Source: an optimization exercise on an open RTL-to-GDS flow (aim: small area, a short achievable clock period and few clock cycles per item). Production flows keep margins and buffers that such runs may drop.
The RTL was checked by simulation tests, not by an equivalence proof against the original design.

===== flow/config.mk =====
export PLATFORM = sky130hd
export DESIGN_NAME = track_point_simplifier
export DESIGN_NICKNAME = track_point_simplifier
export VERILOG_FILES = /design/flow/design.v
export SDC_FILE = /design/flow/constraint.sdc
export NUM_CORES = 4
export LEC_CHECK = 0
export CAP_MARGIN = 20
export CORE_MARGIN = 2
export CORE_UTILIZATION = 40
export SLEW_MARGIN = 20

===== flow/constraint.sdc =====
create_clock -name core_clock -period 10.0 [get_ports {clk}]
set_input_delay 2.0000 -clock core_clock [delete_from_list [all_inputs] [get_ports {clk}]]
set_output_delay 2.0000 -clock core_clock [all_outputs]
set_load 0.01 [all_outputs]

===== flow/design.v =====
`default_nettype none
package tps_pkg;
    localparam logic OP_PUSH = 1'b0;
    localparam logic OP_END  = 1'b1;
endpackage
`default_nettype wire
`default_nettype none
module track_point_simplifier #(
    parameter int COORD_BITS = 24
) (
    input  wire          clk,
    input  wire          rst_n,
    input  wire                         in_valid,
    output logic                        in_ready,
    input  wire                         in_opcode,
    input  wire signed [COORD_BITS-1:0] in_x,
    input  wire signed [COORD_BITS-1:0] in_y,
    output logic                        out_valid,
    input  wire                         out_ready,
    output logic                        out_is_point,
    output logic signed [COORD_BITS-1:0] out_x,
    output logic signed [COORD_BITS-1:0] out_y,
    output logic                        out_accepted,
    output logic                        out_last,
    input  wire          psel,
    input  wire          penable,
    input  wire          pwrite,
    input  wire [2:0]    paddr,
    input  wire [31:0]   pwdata,
    output logic [31:0]  prdata,
    output logic         pready
);
    localparam logic [3:0] PH_RUN  = 4'd0;   
    localparam logic [3:0] PH_RS1  = 4'd1;   
    localparam logic [3:0] PH_RS2  = 4'd2;   
    localparam logic [3:0] PH_HV   = 4'd3;   
    localparam logic [3:0] PH_VADD = 4'd4;   
    localparam logic [3:0] PH_HD   = 4'd5;   
    localparam logic [3:0] PH_E    = 4'd6;   
    localparam logic [3:0] PH_HR   = 4'd7;   
    localparam logic [3:0] PH_RADD = 4'd8;   
    localparam logic [3:0] PH_GC   = 4'd9;   
    localparam logic [3:0] PH_RDO  = 4'd10;  
    localparam logic [3:0] PH_RS3  = 4'd11;  
    logic [15:0] thr;
    logic        mode;
    logic        cfg_write;
    assign pready    = 1'b1;
    assign cfg_write = psel && penable && pwrite;
    assign prdata    = paddr[2] ? {31'd0, mode} : {16'd0, thr};
    logic               ir_v, ir_op;
    logic signed [23:0] ir_x, ir_y;
    logic signed [24:0] ir_dx, ir_dy;    
    logic signed [24:0] ir_ex, ir_ey;    
    logic               ir_pok;          
    logic               q_v, q_st, q_op, q_dn, q_fit, q_eq;
    logic signed [23:0] q_x, q_y;
    logic signed [24:0] q_dx, q_dy;
    logic signed [24:0] q_tx, q_ty;      
    logic signed [25:0] q_vv;
    logic signed [23:0] px, py, tx, ty;
    logic signed [24:0] dpx, dpy;
    logic signed [24:0] la, lb;
    logic signed [50:0] vp;
    logic [1:0]         seen;
    logic [19:0]        rr_lo, rr_hi;
    logic [20:0]        rr_mid;      
    logic               r_valid, l_fast;
    logic [19:0]        t2;
    logic               t2_valid;
    logic [3:0]         ph;
    logic               hh;
    logic [6:0]         cnt;
    logic signed [52:0] ga;
    logic signed [26:0] gs;
    logic [16:0]        gt;
    logic               sbit, tsbit, g_off, g_dot;
    logic               pend2, pend_ok;
    logic tpe;         
    logic               pred_t, pred_r, pred_n, s1_eq;
    logic               dsel_r, dsel_n, dx_ok;
    logic signed [23:0] ppx, ppy;
    logic signed [24:0] pdx, pdy;
    logic signed [25:0] pvp;
    logic               pvp_fit;
    logic signed [24:0] dx, dy;
    logic signed [23:0] lx, ly, ex, ey;
    assign lx = ir_v ? ir_x : q_x;
    assign ly = ir_v ? ir_y : q_y;
    assign pred_t  = pred_r && !q_st;
    assign ppx     = pred_t ? q_x  : px;
    assign ppy     = pred_t ? q_y  : py;
    assign pdx     = pred_t ? q_dx : dpx;
    assign pdy     = pred_t ? q_dy : dpy;
    assign pvp     = pred_t ? q_vv : vp[25:0];
    assign pvp_fit = pred_t ? (q_vv[25:23] == {3{q_vv[23]}}) : (vp[50:23] == {28{vp[23]}});
    assign dx      = q_st ? q_tx : dsel_r ? ir_dx : ir_ex;
    assign dy      = q_st ? q_ty : dsel_r ? ir_dy : ir_ey;
    assign dx_ok   = q_st || dsel_r || ir_pok;
    logic fit_dx, fit_dy, fit_px, fit_py, fit_a, fit_b, s1_fit;
    assign fit_dx = (dx[24:10]  == {15{dx[10]}});
    assign fit_dy = (dy[24:10]  == {15{dy[10]}});
    assign fit_px = (pdx[24:10] == {15{pdx[10]}});
    assign fit_py = (pdy[24:10] == {15{pdy[10]}});
    assign fit_a  = (la[24:10]  == {15{la[10]}});
    assign fit_b  = (lb[24:10]  == {15{lb[10]}});
    assign s1_fit = fit_dx && fit_dy && fit_px && fit_py && pvp_fit;
    logic signed [10:0] m1a, m1b, m2a, m2b, m3a, m3b, m4a, m4b;
    logic signed [21:0] m1, m2, m3, m4;
    logic signed [25:0] vx;
    logic [9:0]         s0, s1, t0, t1;
    assign s0 = ga[9:0];
    assign s1 = ga[19:10];
    assign t0 = t2[9:0];
    assign t1 = t2[19:10];
    always_comb
    begin
        m1a = la[10:0];  m1b = dx[10:0];
        m2a = lb[10:0];  m2b = dy[10:0];
        m3a = pdx[10:0]; m3b = dx[10:0];
        m4a = pdy[10:0]; m4b = dy[10:0];
        if ((ph == PH_RS1) || (ph == PH_RDO))
        begin
            m3a = la[10:0]; m3b = la[10:0];
            m4a = lb[10:0]; m4b = lb[10:0];
        end
        if (ph == PH_RS1)
        begin
            m1a = {1'b0, thr[9:0]};
            m1b = {1'b0, thr[9:0]};
            m2b = '0;
        end
        if (ph == PH_RS2)
        begin
            m1a = {1'b0, t1}; m1b = {1'b0, s0};
            m2a = {1'b0, t0}; m2b = {1'b0, s1};
            m3a = {1'b0, t0}; m3b = {1'b0, s0};
            m4b = '0;
        end
        if (ph == PH_RS3)
        begin
            m1a = {1'b0, t1}; m1b = {1'b0, s1};
            m2b = '0;
        end
    end
    assign vx = ((ph == PH_RUN) || (ph == PH_RDO)) ? {{2{pvp[23]}}, pvp[23:0]} : 26'sd0;
    assign m1 = m1a * m1b;
    assign m2 = m2a * m2b;
    assign m3 = m3a * m3b;
    assign m4 = m4a * m4b;
    logic signed [25:0] vf;
    logic signed [22:0] dotf;
    assign vf   = vx + {{4{m1[21]}}, m1} + {{4{m2[21]}}, m2};
    assign dotf = {m3[21], m3} + {m4[21], m4};
    logic [21:0] s_sum;
    logic        lf_new;
    assign s_sum  = dotf[21:0];
    assign lf_new = fit_a && fit_b && (thr[15:10] == 6'd0) && (s_sum[21:20] == 2'd0);
    logic               v_big;
    logic signed [15:0] v16;
    logic signed [41:0] vsq_r;
    logic               f_off;
    assign v_big = !(q_vv[25:15] == {11{q_vv[15]}});
    assign v16   = q_vv[15:0];
    assign vsq_r = v16 * v16 - $signed({2'b0, rr_hi, rr_lo}) - $signed({11'b0, rr_mid, 10'b0})
                 - 42'sd1;
    assign f_off = !vsq_r[41];
    logic out_free, simple, commit, gen, advance, inval;
    logic off, dneg, d_drop, d_brk, d_ok;
    assign out_free = (!out_valid || out_ready) && !pend2;
    assign simple   = q_op || (seen != 2'd2);
    assign gen      = (ph == PH_GC);
    assign commit   = q_v && !q_st && out_free &&
                      (gen || ((ph == PH_RUN) && (simple || (r_valid && q_fit && l_fast && !v_big))));
    assign off    = gen ? g_off : f_off;
    assign dneg   = gen ? g_dot : q_dn;
    assign d_drop = !off && tpe;
    assign d_brk  = off || (!tpe && dneg);
    assign d_ok   = !q_eq;
    logic redo, s1_load;
    logic nq_v, nq_op, nq_eq, ntpe;
    logic [1:0] nseen;
    assign inval   = !q_op && (((seen == 2'd1) && !q_eq) || ((seen == 2'd2) && d_brk));
    assign advance = (ph == PH_RUN) && ir_v && (!q_v || (commit && !gen)) && dx_ok;
    assign redo    = q_st && ((ph == PH_RUN) || (ph == PH_RDO));
    assign s1_load = advance || redo;
    assign s1_eq   = (dx == 25'd0) && (dy == 25'd0);
    assign nq_v  = advance || (q_v && !commit);
    assign nq_op = advance ? ir_op : q_op;
    assign nq_eq = s1_load ? s1_eq : q_eq;
    always_comb
    begin
        nseen = seen;
        ntpe  = tpe;
        if (commit)
        begin
            if (q_op)
                nseen = 2'd0;
            else if (seen == 2'd2)
                ntpe = tpe || q_eq;
            else if (!((seen == 2'd1) && q_eq))
            begin
                nseen = seen + 2'd1;
                ntpe  = q_eq;
            end
        end
    end
    assign pred_n = nq_v && !nq_op && ((nseen != 2'd2) ? !((nseen == 2'd1) && nq_eq) : !ntpe);
    assign dsel_n = nq_v && (nq_op || !((nseen == 2'd2) && ntpe));
    logic take, px_move;
    assign take    = commit && !q_op && ((seen != 2'd2) ? !((seen == 2'd1) && q_eq)
                                                          : (!d_drop && (!d_brk || d_ok)));
    assign px_move = take && !q_eq;
    assign ex      = (in_valid && in_ready) ? in_x : ir_x;
    assign ey      = (in_valid && in_ready) ? in_y : ir_y;
    logic rdo_go;
    assign rdo_go = commit && !gen && (ph == PH_RUN) && inval && pred_t && ir_v && t2_valid
                 && ((seen == 2'd1) || d_ok);
    assign in_ready = !ir_v || advance;
    logic [4:0]         idx;
    logic               xbit, ybit, abit, bbit, vbit;
    logic [6:0]         vi;
    logic signed [52:0] ga_a, ga_b, ga_sum;
    logic               ga_sub;
    logic signed [26:0] gs_b, gs_sum;
    logic               gs_sub;
    logic [16:0]        gt_sum;
    logic               hor;
    assign idx  = cnt[4:0];
    assign xbit = q_dx[idx];
    assign ybit = q_dy[idx];
    assign abit = (cnt <= 7'd24) && la[idx];
    assign bbit = (cnt <= 7'd24) && lb[idx];
    assign vi   = cnt - 7'd2;
    assign vbit = (cnt >= 7'd2) && (vi <= 7'd50) && vp[vi[5:0]];
    assign hor  = (ph == PH_HV) || (ph == PH_HD) || (ph == PH_HR);
    always_comb
    begin
        ga_a   = ga;
        ga_b   = '0;
        ga_sub = 1'b0;
        if (hor)
        begin
            if (!hh)
            begin
                ga_a = ga <<< 1;
                if (xbit)
                    ga_b = (ph == PH_HD) ? 53'(dpx) : 53'(la);
            end
            else if (ybit)
                ga_b = (ph == PH_HD) ? 53'(dpy) : 53'(lb);
            ga_sub = (idx == 5'd24) ^ (ph == PH_HR);
        end
        else if ((ph == PH_VADD) || (ph == PH_RADD))
            ga_b = 53'(vp);
        else if (ph == PH_E)
        begin
            if (!hh)
                ga_b = tsbit ? 53'($signed({1'b0, thr})) : '0;
            else
            begin
                ga_b   = vbit ? 53'(vp) : '0;
                ga_sub = (vi != 7'd50);
            end
        end
    end
    assign ga_sum = ga_a + (ga_b ^ {53{ga_sub}}) + 53'(ga_sub);
    always_comb
    begin
        gs_b = '0;
        if (!hh)
        begin
            if (abit) gs_b = 27'(la);
        end
        else if (bbit)
            gs_b = 27'(lb);
    end
    assign gs_sub = (cnt == 7'd24);
    assign gs_sum = gs + (gs_b ^ {27{gs_sub}}) + 27'(gs_sub);
    assign gt_sum = gt + (sbit ? {1'b0, thr} : 17'd0);
    always_ff @(posedge clk or negedge rst_n)
    begin
        if (!rst_n)
        begin
            thr       <= '0;
            mode      <= 1'b0;
            ir_v      <= 1'b0;
            q_v       <= 1'b0;
            q_st      <= 1'b0;
            pred_r    <= 1'b0;
            dsel_r    <= 1'b0;
            px        <= '0;
            py        <= '0;
            seen      <= '0;
            r_valid   <= 1'b0;
            t2_valid  <= 1'b0;
            ph        <= PH_RUN;
            out_valid <= 1'b0;
            pend2     <= 1'b0;
        end
        else
        begin
            if (cfg_write)
            begin
                if (paddr[2])
                    mode <= pwdata[0];
                else
                begin
                    thr      <= pwdata[15:0];
                    r_valid  <= 1'b0;
                    t2_valid <= 1'b0;
                end
            end
            if (in_valid && in_ready)
                ir_v <= 1'b1;
            else if (advance)
                ir_v <= 1'b0;
            if (advance)
                q_v <= 1'b1;
            else if (commit)
                q_v <= 1'b0;
            pred_r <= pred_n;
            dsel_r <= dsel_n;
            if (advance)
                q_st <= commit && inval;
            else if (redo)
                q_st <= 1'b0;
            if (commit || (pend2 && out_ready))
                out_valid <= 1'b1;
            else if (out_ready)
                out_valid <= 1'b0;
            if (pend2 && out_ready)
                pend2 <= 1'b0;
            case (ph)
                PH_RUN:
                    if (rdo_go)
                        ph <= PH_RDO;
                    else if (q_v && !q_st && !simple)
                    begin
                        if (!r_valid)
                            ph <= PH_RS1;
                        else if (!(q_fit && l_fast && !v_big))
                            ph <= PH_HV;
                    end
                PH_RS1:
                begin
                    t2_valid <= 1'b1;
                    ph       <= PH_RS2;
                end
                PH_RDO:
                    ph <= PH_RS2;
                PH_RS2:
                    if ((t1 == 10'd0) || (s1 == 10'd0))
                    begin
                        r_valid <= 1'b1;
                        ph      <= PH_RUN;
                    end
                    else
                        ph <= PH_RS3;
                PH_RS3:
                begin
                    r_valid <= 1'b1;
                    ph      <= PH_RUN;
                end
                PH_HV, PH_HD, PH_HR:
                    if (hh && (cnt == 7'd0))
                        ph <= (ph == PH_HV) ? PH_VADD : (ph == PH_HD) ? PH_E : PH_RADD;
                PH_VADD:
                    ph <= PH_HD;
                PH_E:
                    if (hh && (cnt == 7'd67))
                        ph <= (tpe && !ga_sum[52]) ? PH_HR : PH_GC;
                PH_RADD:
                    ph <= PH_GC;
                PH_GC:
                    if (commit)
                        ph <= PH_RUN;
                default:
                    ph <= PH_RUN;
            endcase
            if (commit)
            begin
                if (q_op)
                    seen <= 2'd0;
                else if (take)
                begin
                    px  <= q_x;
                    py  <= q_y;
                    if (seen != 2'd2)
                        seen <= seen + 2'd1;
                    if ((seen == 2'd1) || ((seen == 2'd2) && d_brk))
                        r_valid <= 1'b0;
                end
                if (!q_op && (seen == 2'd2) && !d_drop && d_brk && mode)
                    pend2 <= 1'b1;
            end
        end
    end
    always_ff @(posedge clk)
    begin
        if (in_valid && in_ready)
        begin
            ir_op <= in_opcode;
            ir_x  <= in_x;
            ir_y  <= in_y;
            ir_dx <= {in_x[23], in_x} - {lx[23], lx};
            ir_dy <= {in_y[23], in_y} - {ly[23], ly};
        end
        ir_ex  <= {ex[23], ex} - {px[23], px};
        ir_ey  <= {ey[23], ey} - {py[23], py};
        ir_pok <= !px_move;
        if ((ph == PH_VADD) || (ph == PH_RADD))
            vp <= ga_sum[50:0];
        if (take)
        begin
            tx  <= px;
            ty  <= py;
            dpx <= q_dx;
            dpy <= q_dy;
            tpe <= q_eq;
            if ((seen == 2'd1) || ((seen == 2'd2) && d_brk))
            begin
                la <= q_dy;
                lb <= -q_dx;
                vp <= '0;
            end
            else if ((seen == 2'd2) && !gen)
                vp <= 51'(q_vv);
        end
        if (advance)
        begin
            q_op  <= ir_op;
            q_x   <= ir_x;
            q_y   <= ir_y;
            q_tx  <= ir_dx;
            q_ty  <= ir_dy;
        end
        if (s1_load)
        begin
            q_dx  <= dx;
            q_dy  <= dy;
            q_eq  <= s1_eq;
            q_vv  <= vf;
            q_fit <= s1_fit;
            if (ph != PH_RDO)
                q_dn <= dotf[22];
        end
        if (pend2 && out_ready)
        begin
            out_is_point <= 1'b1;
            out_x        <= pend_ok ? tx : px;
            out_y        <= pend_ok ? ty : py;
            out_accepted <= pend_ok;
            out_last     <= 1'b1;
        end
        else if (commit)
        begin
            out_is_point <= 1'b0;
            out_x        <= '0;
            out_y        <= '0;
            out_accepted <= 1'b0;
            out_last     <= 1'b1;
            pend_ok      <= d_ok;
            if (q_op)
            begin
                out_is_point <= 1'b1;
                out_x        <= px;
                out_y        <= py;
            end
            else if (seen == 2'd0)
            begin
                out_is_point <= 1'b1;
                out_x        <= q_x;
                out_y        <= q_y;
                out_accepted <= 1'b1;
            end
            else if (seen == 2'd1)
                out_accepted <= !q_eq;
            else if (!d_drop && d_brk)
            begin
                out_is_point <= 1'b1;
                if (mode)
                begin
                    out_x    <= tx;
                    out_y    <= ty;
                    out_last <= 1'b0;
                end
                else
                begin
                    out_x        <= px;
                    out_y        <= py;
                    out_accepted <= d_ok;
                end
            end
        end
        case (ph)
            PH_RUN:
            begin
                ga  <= '0;
                cnt <= 7'd24;
                hh  <= 1'b0;
            end
            PH_RS1, PH_RDO:
            begin
                ga       <= '0;
                ga[21:0] <= s_sum;
                l_fast   <= lf_new;
                if (ph == PH_RS1)
                    t2 <= vf[19:0];
            end
            PH_RS2:
            begin
                rr_lo  <= dotf[19:0];
                rr_mid <= vf[20:0];
                rr_hi  <= '0;
            end
            PH_RS3:
                rr_hi <= vf[19:0];
            PH_HV, PH_HD, PH_HR:
            begin
                ga <= ga_sum;
                hh <= !hh;
                if (hh)
                begin
                    cnt <= cnt - 7'd1;
                    if (cnt == 7'd0)
                    begin
                        if (ph == PH_HD)
                        begin
                            g_dot <= ga_sum[52];
                            ga    <= '0;
                            gs    <= '0;
                            gt    <= '0;
                            sbit  <= 1'b0;
                            tsbit <= 1'b0;
                            cnt   <= 7'd0;
                        end
                    end
                end
            end
            PH_VADD:
            begin
                ga  <= '0;
                cnt <= 7'd24;
                hh  <= 1'b0;
            end
            PH_E:
            begin
                hh <= !hh;
                if (!hh)
                begin
                    ga <= ga_sum;
                    gs <= gs_sum;
                end
                else
                begin
                    ga    <= ga_sum >>> 1;
                    gs    <= gs_sum >>> 1;
                    sbit  <= gs_sum[0];
                    gt    <= gt_sum >> 1;
                    tsbit <= gt_sum[0];
                    cnt   <= cnt + 7'd1;
                    if (cnt == 7'd67)
                    begin
                        g_off <= ga_sum[52];
                        ga    <= '0;
                        cnt   <= 7'd24;
                    end
                end
            end
            default:
            begin
            end
        endcase
    end
endmodule
`default_nettype wire

===== flow/run.sh =====
#!/bin/bash
# synth_recipe.tcl (not shown) runs the flow's synth.tcl, then flattens the netlist and writes it again
# the make line also repeats each setting of config.mk as NAME=value (left out here)
make -C /OpenROAD-flow-scripts/flow DESIGN_CONFIG=/design/flow/config.mk WORK_HOME=/design/flow/orfs CLKGATE_MAP_FILE= SYNTH_SCRIPT=/design/flow/synth_recipe.tcl finish

==> reports/qor.csv <==
stage;metric;value;unit
timing;hold_viol;0;
synth;async_flop_share;9.41;%
synth;synth.avg_cell_area;9.54;um^2
timing;period_needed;9620;ps
timing;period_share;96.2;%
final_layout;fillers;19000;
final_layout;drive_gt1_share;7.18;%
die;core_area;0.197;mm^2
synth;synth.ff_latch_count;850;
synth;synth_edf_count;616;
synth;yosys_warnings;1;
synth;synth_top_cell_area_share;23.3;%
synth;synthTopCellsByArea;edfxtp_1 (23%), fa_1 (22%), ha_1 (8.2%);
routing;vias;60200;
routing;drc;0;
final_layout;final_nets;9959;
routing;wl;244;mm
routing;routedWlPerCell;21.8;um
global_routing;antenna_found_initial;4;
clocking;cts_buffer_depth;3;
final_layout;layout.cells.non_filler;11200;
critical_path;crit_type;flop to flop;
global_routing;grt_overflow;0;
critical_path;crit_required;10400;ps
clocking;cts_made_buffers;95;
critical_path;crit_fanout;9;
clocking;tritoncts;done;
global_routing;grt_start_max_net_pins;105;
timing;fin_skew;70.7;ps
run;cap_viol_max_count;0;
clocking;path_clk_slew;60;ps
die;dieArea;0.202;mm^2
timing;holdWs;441;ps
routing;detailedRoute.firstPassIterationCount;6;
routing;postRouteAntennaNets;0;
clocking;ctsHoldBuffers;0;
clocking;cts_max_level;3;
synth;syn_area;0.0794;mm^2
clocking;root_buffer;clkbuf_16;
critical_path;cp_slowest_stage_delay;800;ps
place;place_congestion;0.978;
final_layout;regArea;0.0236;mm^2
final_layout;multi_input_area;0.0496;mm^2
place;dp_hpwl;192;mm
global_routing;grt_usage;24.0;%
timing;rsz0062_at_grt;yes;
timing;fmax;104;MHz
critical_path;critPathLaunchType;flop;
die;rows;163;
critical_path;end_kind;flop;
final_layout;syn_to_final_growth;11.2;%
clocking;clock_latency;760;ps
timing;worstMarginPinSlew;1120;ps
routing;vias_per_cell;5.38;
place;dp_cells;11000;
die;initial_core_util;40.2;%
synth;synth_ff_type;edfxtp_1;
synth;synth_largest_area_cell;edfxtp_1;
synth;syn_inst;8319;
global_routing;grt_pass1_vias;61300;
die;die_w;449;um
timing;maxSlewHeadroom;24.9;%
worst_hold_path;hold_class;flop to flop;
run_status;status;finished clean;
place;port_buffers;141;
die;io_pins;177;
timing;setup_viol;0;
die;dieHeight;449;um
synth;yosysSeqAreaShare;29.7;%
critical_path;cpMaxStageDelayCell;o21ai_0;
synth;synth.distinct_cells;94;
timing;drv_slew;0;
clocking;clock-sinks;850;
critical_path;cp.arrival;10030;ps
routing;drtIter0Drc;4952;
global_routing;grt_pass1_wl;374;mm
==> cell families after synthesis <==
kind of cell	Yosys count	share of synthesized area, %
and+or+nand+nor	2373	13.0
buffers and inverters	1687	8.11
AOI/OAI and AO/OA	1401	11.1
adders and majority gates	1397	30.3
DFF	850	29.7
xor gates and xnor gates	354	3.91
muxes	255	3.84
other	2	0.00946
==> cell type report <==
cell class / count / area share (%)
timing repair buffer: 390 / 3.86
clock buffer: 129 / 3.01
sequential: 850 / 26.7
antenna: 6 / 0.0170
tap: 2640 / 3.74
multi-input combinational: 5797 / 56.2
clock inverter: 49 / 0.678
inverter: 1337 / 5.70
==> worst max-delay path, delay by kind of cell (launching register included) <==
family                     cells  cell delay, ps
buffers and inverters          6             500
adders and majority gates      8            3230
DFF                            1             440
AOI/OAI and AO/OA             17            4000
and+or+nand+nor                5             790
xor gates and xnor gates       1             340
==> path summary, 6_finish.rpt <==
path	from	endpoint	slack, ps	cells after the start
hold / removal	ir_dx[20]	q_tx[20]	440	0
hold reg to reg	ir_dx[20]	q_tx[20]	440	0
min in group asynchronous	rst_n	py[5]	1210	1
setup reg to reg	ph[3]	ga[21]	380	37
max in group asynchronous	rst_n	q_st	7360	2
setup / recovery	ph[3]	ga[21]	380	37
==> what timing repair did <==
item / 4_1_cts / 5_1_grt
setup buffers: 0 / 5
pin swaps: 0 / 2
endpoints found under the setup margin: 1 / 109
gates resized for setup: 2 / 30
gates cloned: 0 / 0
==> metal layers <==
layer	GRT usage [%]	share of wire [%]	vias up
met5	0	0	-
met4	8.08	3.8	0
met3	3.29	6.4	392
met2	39.4	47	1983
met1	32.6	43	30100
li1	-	-	27800
==> sequential cells by signal, summed over array words and instances, names as in the netlist, 26 cells and up <==
register / count
gs: 27
ga: 53
q_vv: 26
vp: 51
==> cell usage in the layout, fill, tap and decap left out, types with 74 or more instances in the layout <==
master / instances
a21o_1: 109
xnor2_1: 253
inv_1: 1324
o21ai_0: 298
xor2_1: 100
ha_1: 519
clkbuf_16: 97
nor2_1: 688
edfxtp_1: 616
dfrtp_1: 75
o22ai_1: 123
fa_1: 877
and2_1: 95
clkdlybuf4s50_1: 140
mux2i_1: 154
buf_4: 239
nor3_1: 102
dfxtp_1: 154
nand2_1: 1037
a21oi_1: 423
a221oi_1: 74
==> synthesized netlist by cell type (11+ instances only) <==
library cell and n:
inv_1 1329, nand2_1 1046, fa_1 877, nor2_1 696, edfxtp_1 616, ha_1 520, a21oi_1 432, o21ai_0 300
clkbuf_1 287, xnor2_1 253, dfxtp_1 154, mux2i_1 154, o22ai_1 124, a21o_1 109, nor3_1 104, xor2_1 101
and2_1 96, dfrtp_1 80, nand3_1 75, a221oi_1 74, nor2b_1 71, mux2_2 68, nand2b_1 60, nand4_1 50
o21bai_1 45, nor4_1 44, o21a_1 43, a21boi_0 41, and3_1 39, a211oi_1 38, a22oi_1 35, a31oi_1 35
buf_1 34, mux4_2 33, or2_2 31, or3_1 22, buf_4 21, a222oi_1 13, or4_1 13, o41ai_1 11
==> through the flow <==
step | util, % | cell area (um^2) | setup TNS, ps | setup WS (ps)
after floorplan | - | 79400 | 0 | 61.1
after global placement | 43.0 | 84800 | -19.1 | -19.1
after detailed placement | 43.0 | 84800 | -58.1 | -58.1
after CTS | 44.7 | 88100 | 0 | 11.4
after global routing | 44.7 | 88200 | -79.0 | -79.0
final | 44.7 | 88200 | 0 | 375
Testbench counts, summed over its fixed seeds: cycles 5,730, items 4,144.

-- afterwards: timing with drivers on the ports --
In the flow no input, the clock included, has a driving cell. The finished layout below was timed again as built, in two steps. Step 1 sets driving cells, clkbuf_16 on the clock port and buf_2 on the other inputs (assumed; they add their load-dependent delay and slew). Step 2 times the ports against the registers' clock, not the clock port: input delays grow and output delays shrink by t, the midpoint of the rising clock arrivals with the driver on. Slacks: no drivers / after step 1 / after step 2; pairs: no drivers / after step 1.
t (ns): 0.810
setup slack, ns: 0.375 / 0.375 / 0.375
hold slack, ns: 0.441 / 0.441 / 0.441
latest minus earliest clock arrival (ns): 0.076 / 0.076
worst register clock-pin slew, ns: 0.08 / 0.08
After both steps this run still meets setup and hold. The setup slack of this run moves by 0.000 ns with the drivers and by 0.000 ns with both steps.
